From an optimization exercise on the open Yosys and OpenROAD flow, aimed at a short achievable clock period and few clock cycles; shortcuts taken in it are not production practice. Only simulation tests tie the RTL to the original design; equivalence was not proved. Power figures rest on the tool's default switching activity, not on a simulated workload.

==> module dmc_hit, before the edit <==
module dmc_hit (
  input  logic [63:0] sel_line,
  input  logic [63:0] m_a,
  input  logic [63:0] m_b,
  output logic        hit_n,
  output logic [1:0]  hit_h
);
  logic [63:0] l1;
  logic [31:0] l2;
  logic [15:0] l3;
  logic [7:0]  l4;
  logic [3:0]  l5;
  logic [1:0]  l6;
  for (genvar m = 0; m < 64; m++) begin : g_l1
    dmc_nand3 u (.a(sel_line[m]), .b(m_a[m]), .c(m_b[m]), .y(l1[m]));
  end
  for (genvar m = 0; m < 32; m++) begin : g_l2
    dmc_nand2 u (.a(l1[2*m]), .b(l1[2*m+1]), .y(l2[m]));
  end
  for (genvar m = 0; m < 16; m++) begin : g_l3
    dmc_nor2 u (.a(l2[2*m]), .b(l2[2*m+1]), .y(l3[m]));
  end
  for (genvar m = 0; m < 8; m++) begin : g_l4
    dmc_nand2 u (.a(l3[2*m]), .b(l3[2*m+1]), .y(l4[m]));
  end
  for (genvar m = 0; m < 4; m++) begin : g_l5
    dmc_nor2 u (.a(l4[2*m]), .b(l4[2*m+1]), .y(l5[m]));
  end
  for (genvar m = 0; m < 2; m++) begin : g_l6
    dmc_nand2 u (.a(l5[2*m]), .b(l5[2*m+1]), .y(l6[m]));
  end
  dmc_nor2 u_l7 (.a(l6[0]), .b(l6[1]), .y(hit_n));
  assign hit_h = l6;
endmodule
==> module dm_cache_wt, before the edit <==
module dm_cache_wt #(
  parameter int ADDR_W  = 13,
  parameter int INDEX_W = 6
) (
  input  logic              clk,
  input  logic              reset,
  input  logic [ADDR_W-1:0] addr_from_cpu,
  input  logic              rreq_from_cpu,
  input  logic              wreq_from_cpu,
  input  logic [7:0]        wdata_from_cpu,
  output logic [7:0]        rdata_to_cpu,
  output logic              hit_to_cpu,
  output logic              rreq_to_mem,
  output logic [ADDR_W-1:0] raddr_to_mem,
  input  logic [31:0]       rdata_from_mem,
  input  logic              rvalid_from_mem,
  output logic              wreq_to_mem,
  output logic [ADDR_W-1:0] waddr_to_mem,
  output logic [7:0]        wdata_to_mem
);
  localparam int TAG_W = ADDR_W - INDEX_W - 2;
  localparam int LINES = 1 << INDEX_W;
  logic [LINES-1:0] valid;
  logic [TAG_W-1:0] tag_array  [LINES];
  logic [31:0]      data_array [LINES];
  logic waiting;
  logic [TAG_W-1:0]   req_tag;
  logic [INDEX_W-1:0] req_index;
  logic [1:0]         req_offset;
  assign req_tag    = addr_from_cpu[ADDR_W-1 -: TAG_W];
  assign req_index  = addr_from_cpu[INDEX_W+1:2];
  assign req_offset = addr_from_cpu[1:0];
  logic nwait;
  assign nwait = ~waiting;
  logic [3:0] p0, p1, p2, p3, p1n;
  dmc_dec2  u_p0  (.a(addr_from_cpu[1:0]), .y(p0));
  dmc_dec2  u_p1  (.a(addr_from_cpu[3:2]), .y(p1));
  dmc_dec2  u_p2  (.a(addr_from_cpu[5:4]), .y(p2));
  dmc_dec2  u_p3  (.a(addr_from_cpu[7:6]), .y(p3));
  dmc_dec2n u_p1n (.a(addr_from_cpu[3:2]), .y(p1n));
  logic [15:0] lo_n, hi_n;
  for (genvar j = 0; j < 16; j++) begin : g_lohi
    dmc_nand2 u_lo (.a(p0[j % 4]), .b(p1[j / 4]), .y(lo_n[j]));
    dmc_nand2 u_hi (.a(p2[j % 4]), .b(p3[j / 4]), .y(hi_n[j]));
  end
  logic [255:0] sel_byte;
  logic [63:0]  sel_line;
  for (genvar b = 0; b < 256; b++) begin : g_selb
    dmc_nor2 u (.a(lo_n[b % 16]), .b(hi_n[b / 16]), .y(sel_byte[b]));
  end
  for (genvar i = 0; i < 64; i++) begin : g_sell
    dmc_nor2 u (.a(p1n[i % 4]), .b(hi_n[i / 4]), .y(sel_line[i]));
  end
  logic [63:0] m_a, m_b;
  for (genvar i = 0; i < 64; i++) begin : g_match
    logic [TAG_W-1:0] x;
    for (genvar k = 0; k < TAG_W; k++) begin : g_x
      dmc_xor2 u (.a(tag_array[i][k]), .b(req_tag[k]), .y(x[k]));
    end
    dmc_nor3 u_a (.a(x[0]), .b(x[1]), .c(x[2]), .y(m_a[i]));
    dmc_nor3 u_b (.a(x[3]), .b(x[4]), .c(~valid[i]), .y(m_b[i]));
  end
  logic       hit_n;
  logic [1:0] hit_h;
  dmc_hit u_hit (.sel_line(sel_line), .m_a(m_a), .m_b(m_b), .hit_n(hit_n), .hit_h(hit_h));
  logic [3:0] p0w;
  logic [7:0] mem_n;
  for (genvar k = 0; k < 4; k++) begin : g_p0w
    assign p0w[k] = p0[k] & waiting;
  end
  for (genvar r = 0; r < 8; r++) begin : g_mem
    assign mem_n[r] = ~(|(p0w & {rdata_from_mem[24+r], rdata_from_mem[16+r],
                                 rdata_from_mem[8+r], rdata_from_mem[r]}));
  end
  for (genvar r = 0; r < 8; r++) begin : g_rd
    logic [255:0] d;
    for (genvar b = 0; b < 256; b++) begin : g_d
      assign d[b] = data_array[b / 4][8 * (b % 4) + r];
    end
    dmc_rd_bit u (.sel(sel_byte), .d(d), .mem_n(mem_n[r]), .y(rdata_to_cpu[r]));
  end
  logic rv_n;
  dmc_nand2 u_rv  (.a(rvalid_from_mem), .b(waiting), .y(rv_n));
  dmc_nand2 u_hit_out (.a(hit_n), .b(rv_n), .y(hit_to_cpu));
  logic rq_n;
  dmc_nand2 u_rq   (.a(rreq_from_cpu), .b(nwait), .y(rq_n));
  dmc_nor3  u_rreq (.a(hit_h[0]), .b(hit_h[1]), .c(rq_n), .y(rreq_to_mem));
  assign raddr_to_mem = {addr_from_cpu[ADDR_W-1:2], 2'b00};
  assign wreq_to_mem  = wreq_from_cpu && !reset;
  assign waddr_to_mem = addr_from_cpu;
  assign wdata_to_mem = wdata_from_cpu;
  logic fill;
  logic write_hit;
  assign fill      = waiting && rvalid_from_mem;
  assign write_hit = wreq_from_cpu && valid[req_index] && (tag_array[req_index] == req_tag);
  always_ff @(posedge clk) begin
    if (reset) begin
      waiting <= 1'b0;
      valid   <= '0;
    end else begin
      if (rreq_to_mem) waiting <= 1'b1;
      else if (rvalid_from_mem) waiting <= 1'b0;
      if (rreq_to_mem) valid[req_index] <= 1'b0;
      else if (fill) valid[req_index] <= 1'b1;
    end
  end
  always_ff @(posedge clk) begin
    if (rreq_to_mem) begin
      data_array[req_index] <= '0;
    end else if (fill) begin
      tag_array[req_index]  <= req_tag;
      data_array[req_index] <= rdata_from_mem;
    end else if (write_hit) begin
      data_array[req_index][{req_offset, 3'b000} +: 8] <= wdata_from_cpu;
    end
  end
endmodule
==> flow/config.mk <==
export PLATFORM = sky130hd
export DESIGN_NAME = dm_cache_wt
export DESIGN_NICKNAME = dm_cache_wt
export VERILOG_FILES = /design/flow/design.v
export SDC_FILE = /design/flow/constraint.sdc
export NUM_CORES = 4
export LEC_CHECK = 0
export CAP_MARGIN = 20
export CORE_MARGIN = 2
export CORE_UTILIZATION = 70
export PLACE_DENSITY = 0.8
export SETUP_SLACK_MARGIN = 1.5
export SLEW_MARGIN = 20
export SYNTH_HIERARCHICAL = 1
export SYNTH_MINIMUM_KEEP_SIZE = 0
export TNS_END_PERCENT = 10
==> flow/constraint.sdc <==
create_clock -name core_clock -period 6.0 [get_ports {clk}]
set_input_delay 1.2000 -clock core_clock [delete_from_list [all_inputs] [get_ports {clk}]]
set_output_delay 1.2000 -clock core_clock [all_outputs]
set_load 0.01 [all_outputs]
run.sh (not shown) runs the stock make flow with config.mk's settings and CLKGATE_MAP_FILE= SYNTH_SCRIPT=/design/flow/synth_recipe.tcl, a recipe that flattens the netlist after the stock synthesis.
Testbench counts at the start, summed over its fixed seeds: cycles 38,705.
Next try:
--- a/flow/design.v
+++ b/flow/design.v
@@ -9,12 +9,15 @@
 endmodule
 module dmc_nor3 (input logic a, b, c, output logic y);
   assign y = ~(a | b | c);
 endmodule
 module dmc_xor2 (input logic a, b, output logic y);
   assign y = a ^ b;
+endmodule
+module dmc_and3 (input logic a, b, c, output logic y);
+  assign y = a & b & c;
 endmodule
 module dmc_aoi22 (input logic a1, a2, b1, b2, output logic y);
   assign y = ~((a1 & a2) | (b1 & b2));
 endmodule
 module dmc_dec2 (input logic [1:0] a, output logic [3:0] y);
   assign y[0] = ~a[1] & ~a[0];
@@ -65,14 +68,13 @@
   dmc_nand3 u_l8 (.a(l7[0]), .b(l7[1]), .c(mem_n), .y(y));
 endmodule
 module dmc_hit (
   input  logic [63:0] sel_line,
   input  logic [63:0] m_a,
   input  logic [63:0] m_b,
-  output logic        hit_n,
-  output logic [1:0]  hit_h
+  output logic        hit_n
 );
   logic [63:0] l1;
   logic [31:0] l2;
   logic [15:0] l3;
   logic [7:0]  l4;
   logic [3:0]  l5;
@@ -93,13 +95,12 @@
     dmc_nor2 u (.a(l4[2*m]), .b(l4[2*m+1]), .y(l5[m]));
   end
   for (genvar m = 0; m < 2; m++) begin : g_l6
     dmc_nand2 u (.a(l5[2*m]), .b(l5[2*m+1]), .y(l6[m]));
   end
   dmc_nor2 u_l7 (.a(l6[0]), .b(l6[1]), .y(hit_n));
-  assign hit_h = l6;
 endmodule
 module dm_cache_wt #(
   parameter int ADDR_W  = 13,
   parameter int INDEX_W = 6
 ) (
   input  logic              clk,
@@ -157,15 +158,14 @@
     for (genvar k = 0; k < TAG_W; k++) begin : g_x
       dmc_xor2 u (.a(tag_array[i][k]), .b(req_tag[k]), .y(x[k]));
     end
     dmc_nor3 u_a (.a(x[0]), .b(x[1]), .c(x[2]), .y(m_a[i]));
     dmc_nor3 u_b (.a(x[3]), .b(x[4]), .c(~valid[i]), .y(m_b[i]));
   end
-  logic       hit_n;
-  logic [1:0] hit_h;
-  dmc_hit u_hit (.sel_line(sel_line), .m_a(m_a), .m_b(m_b), .hit_n(hit_n), .hit_h(hit_h));
+  logic hit_n;
+  dmc_hit u_hit (.sel_line(sel_line), .m_a(m_a), .m_b(m_b), .hit_n(hit_n));
   logic [3:0] p0w;
   logic [7:0] mem_n;
   for (genvar k = 0; k < 4; k++) begin : g_p0w
     assign p0w[k] = p0[k] & waiting;
   end
   for (genvar r = 0; r < 8; r++) begin : g_mem
@@ -179,15 +179,13 @@
     end
     dmc_rd_bit u (.sel(sel_byte), .d(d), .mem_n(mem_n[r]), .y(rdata_to_cpu[r]));
   end
   logic rv_n;
   dmc_nand2 u_rv  (.a(rvalid_from_mem), .b(waiting), .y(rv_n));
   dmc_nand2 u_hit_out (.a(hit_n), .b(rv_n), .y(hit_to_cpu));
-  logic rq_n;
-  dmc_nand2 u_rq   (.a(rreq_from_cpu), .b(nwait), .y(rq_n));
-  dmc_nor3  u_rreq (.a(hit_h[0]), .b(hit_h[1]), .c(rq_n), .y(rreq_to_mem));
+  dmc_and3  u_rreq (.a(hit_n), .b(rreq_from_cpu), .c(nwait), .y(rreq_to_mem));
   assign raddr_to_mem = {addr_from_cpu[ADDR_W-1:2], 2'b00};
   assign wreq_to_mem  = wreq_from_cpu && !reset;
   assign waddr_to_mem = addr_from_cpu;
   assign wdata_to_mem = wdata_from_cpu;
   logic fill;
   logic write_hit;
Effect: The new run passed the timing, design-rule and antenna checks. Sequential power barely changes. Setup slack gets better by 0.046 ns. Wire length climbs by a few percent. Global-route usage climbs by 0.74 points. Area after synthesis is about the same. Core utilization drops by 0.44 points. Clock skew climbs by 0.029 ns. Design area drops slightly.
Testbench counts after the change, summed over its fixed seeds: cycles 38,705.

========
## main
dm_cache_wt, a different RTL version from the one above (not shown whole).
Size: roughly 100 I/O pins, about 140,000 um^2 of cells after synthesis.
==> module dmc_rd_bit, before the edit <==
module dmc_rd_bit (
  input  logic [255:0] sel,
  input  logic [255:0] d,
  input  logic         mem_n,
  output logic         y
);
  logic [127:0] l1;
  logic [63:0]  l2;
  logic [31:0]  l3;
  logic [15:0]  l4;
  logic [7:0]   l5;
  logic [3:0]   l6;
  logic [1:0]   l7;
  for (genvar m = 0; m < 128; m++) begin : g_l1
    dmc_aoi22 u (.a1(sel[2*m]), .a2(d[2*m]), .b1(sel[2*m+1]), .b2(d[2*m+1]), .y(l1[m]));
  end
  for (genvar m = 0; m < 64; m++) begin : g_l2
    dmc_nand2 u (.a(l1[2*m]), .b(l1[2*m+1]), .y(l2[m]));
  end
  for (genvar m = 0; m < 32; m++) begin : g_l3
    dmc_nor2 u (.a(l2[2*m]), .b(l2[2*m+1]), .y(l3[m]));
  end
  for (genvar m = 0; m < 16; m++) begin : g_l4
    dmc_nand2 u (.a(l3[2*m]), .b(l3[2*m+1]), .y(l4[m]));
  end
  for (genvar m = 0; m < 8; m++) begin : g_l5
    dmc_nor2 u (.a(l4[2*m]), .b(l4[2*m+1]), .y(l5[m]));
  end
  for (genvar m = 0; m < 4; m++) begin : g_l6
    dmc_nand2 u (.a(l5[2*m]), .b(l5[2*m+1]), .y(l6[m]));
  end
  for (genvar m = 0; m < 2; m++) begin : g_l7
    dmc_nor2 u (.a(l6[2*m]), .b(l6[2*m+1]), .y(l7[m]));
  end
  dmc_nand3 u_l8 (.a(l7[0]), .b(l7[1]), .c(mem_n), .y(y));
endmodule
export LEC_CHECK = 0
export CAP_MARGIN = 20
export CORE_MARGIN = 2
export CORE_UTILIZATION = 60
export PLACE_DENSITY = 0.7
export SETUP_SLACK_MARGIN = 1.5
export SLEW_MARGIN = 20
export SYNTH_HIERARCHICAL = 1
export SYNTH_MINIMUM_KEEP_SIZE = 0
export TNS_END_PERCENT = 10
create_clock -name core_clock -period 6.0 [get_ports {clk}]
Testbench counts of main, summed over its fixed seeds: cycles 38,705.
For the feature branch, these inputs were changed with respect to main:
-- flow/design.v --
<<< main, line 4
module dmc_nand3 (input logic a, b, c, output logic y);
  assign y = ~(a & b & c);
endmodule
module dmc_nor2 (input logic a, b, output logic y);
>>> the feature branch, line 4
module dmc_nand3 (input logic a, b, c, output logic y);
  assign y = ~(a & b & c);
endmodule
module dmc_nand4 (input logic a, b, c, d, output logic y);
  assign y = ~(a & b & c & d);
endmodule
module dmc_nor2 (input logic a, b, output logic y);
<<< main, line 36
);
  logic [127:0] l1;
  logic [63:0]  l2;
  logic [31:0]  l3;
  logic [15:0]  l4;
  logic [7:0]   l5;
  logic [3:0]   l6;
  logic [1:0]   l7;
  for (genvar m = 0; m < 128; m++) begin : g_l1
    dmc_aoi22 u (.a1(sel[2*m]), .a2(d[2*m]), .b1(sel[2*m+1]), .b2(d[2*m+1]), .y(l1[m]));
  end
  for (genvar m = 0; m < 64; m++) begin : g_l2
    dmc_nand2 u (.a(l1[2*m]), .b(l1[2*m+1]), .y(l2[m]));
  end
  for (genvar m = 0; m < 32; m++) begin : g_l3
    dmc_nor2 u (.a(l2[2*m]), .b(l2[2*m+1]), .y(l3[m]));
  end
  for (genvar m = 0; m < 16; m++) begin : g_l4
    dmc_nand2 u (.a(l3[2*m]), .b(l3[2*m+1]), .y(l4[m]));
  end
  for (genvar m = 0; m < 8; m++) begin : g_l5
    dmc_nor2 u (.a(l4[2*m]), .b(l4[2*m+1]), .y(l5[m]));
  end
  for (genvar m = 0; m < 4; m++) begin : g_l6
    dmc_nand2 u (.a(l5[2*m]), .b(l5[2*m+1]), .y(l6[m]));
  end
  for (genvar m = 0; m < 2; m++) begin : g_l7
    dmc_nor2 u (.a(l6[2*m]), .b(l6[2*m+1]), .y(l7[m]));
  end
  dmc_nand3 u_l8 (.a(l7[0]), .b(l7[1]), .c(mem_n), .y(y));
endmodule
module dmc_hit (
>>> the feature branch, line 39
);
  logic [127:0] l1;
  logic [31:0]  l2;
  logic [15:0]  l3;
  logic [3:0]   l4;
  logic [1:0]   l5;
  for (genvar m = 0; m < 128; m++) begin : g_l1
    dmc_aoi22 u (.a1(sel[2*m]), .a2(d[2*m]), .b1(sel[2*m+1]), .b2(d[2*m+1]), .y(l1[m]));
  end
  for (genvar m = 0; m < 32; m++) begin : g_l2
    dmc_nand4 u (.a(l1[4*m]), .b(l1[4*m+1]), .c(l1[4*m+2]), .d(l1[4*m+3]), .y(l2[m]));
  end
  for (genvar m = 0; m < 16; m++) begin : g_l3
    dmc_nor2 u (.a(l2[2*m]), .b(l2[2*m+1]), .y(l3[m]));
  end
  for (genvar m = 0; m < 4; m++) begin : g_l4
    dmc_nand4 u (.a(l3[4*m]), .b(l3[4*m+1]), .c(l3[4*m+2]), .d(l3[4*m+3]), .y(l4[m]));
  end
  for (genvar m = 0; m < 2; m++) begin : g_l5
    dmc_nor2 u (.a(l4[2*m]), .b(l4[2*m+1]), .y(l5[m]));
  end
  dmc_nand3 u_l6 (.a(l5[0]), .b(l5[1]), .c(mem_n), .y(y));
endmodule
module dmc_hit (
Taking main as the reference, in the feature branch first-pass GRT wire length went down 2.2%, clock skew went up 7.9 ps.
Delta (the feature branch minus main): area growth from synthesis to layout went down 0.98 points, final non-filler cell area went down, first-pass iteration count of the detailed router down 2, peak supply drop moved up.
Re synthesized cell count: the feature branch is about 4% down on main.
Capture point of the critical path: rdata_to_cpu[7] -> main, rdata_to_cpu[0] -> the feature branch
Testbench counts of the feature branch, summed over its fixed seeds: cycles 38,705.

==> re-timing with driven ports <==
The flow's constraints put no driver on any port. The routed layouts listed below were extracted and timed again, unchanged, in two steps. Step 1 (the two cells are an assumption about what drives the block):
set clk [get_ports {clk}]
set_driving_cell -lib_cell sky130_fd_sc_hd__clkbuf_16 $clk
set_driving_cell -lib_cell sky130_fd_sc_hd__buf_2 [delete_from_list [all_inputs] $clk]
Step 2 times the ports against the registers' clock, not the clock port: input delays grow and output delays shrink by t, the midpoint of the rising clock arrivals with the driver on. Three values: ideal ports, drivers, drivers and shift; two values: the first two.
run	t (ns)	slack for setup (ns)	worst setup path after step 2	latest minus earliest clock arrival (ns)
the first run of note 1	0.997	0.721 / 0.669 / 0.294	input to register	0.051 / 0.051
the second run of note 1	0.966	0.768 / 0.695 / 0.324	input to register	0.074 / 0.074
main	1.038	1.330 / 0.817 / 0.379	input to register	0.047 / 0.047
the feature branch	1.034	1.327 / 0.930 / 0.387	input to register	0.049 / 0.050
After both steps setup and hold are still met in every run listed. The setup slack of main, which loses most, moves by -0.513 ns with the drivers and by -0.951 ns with both steps.
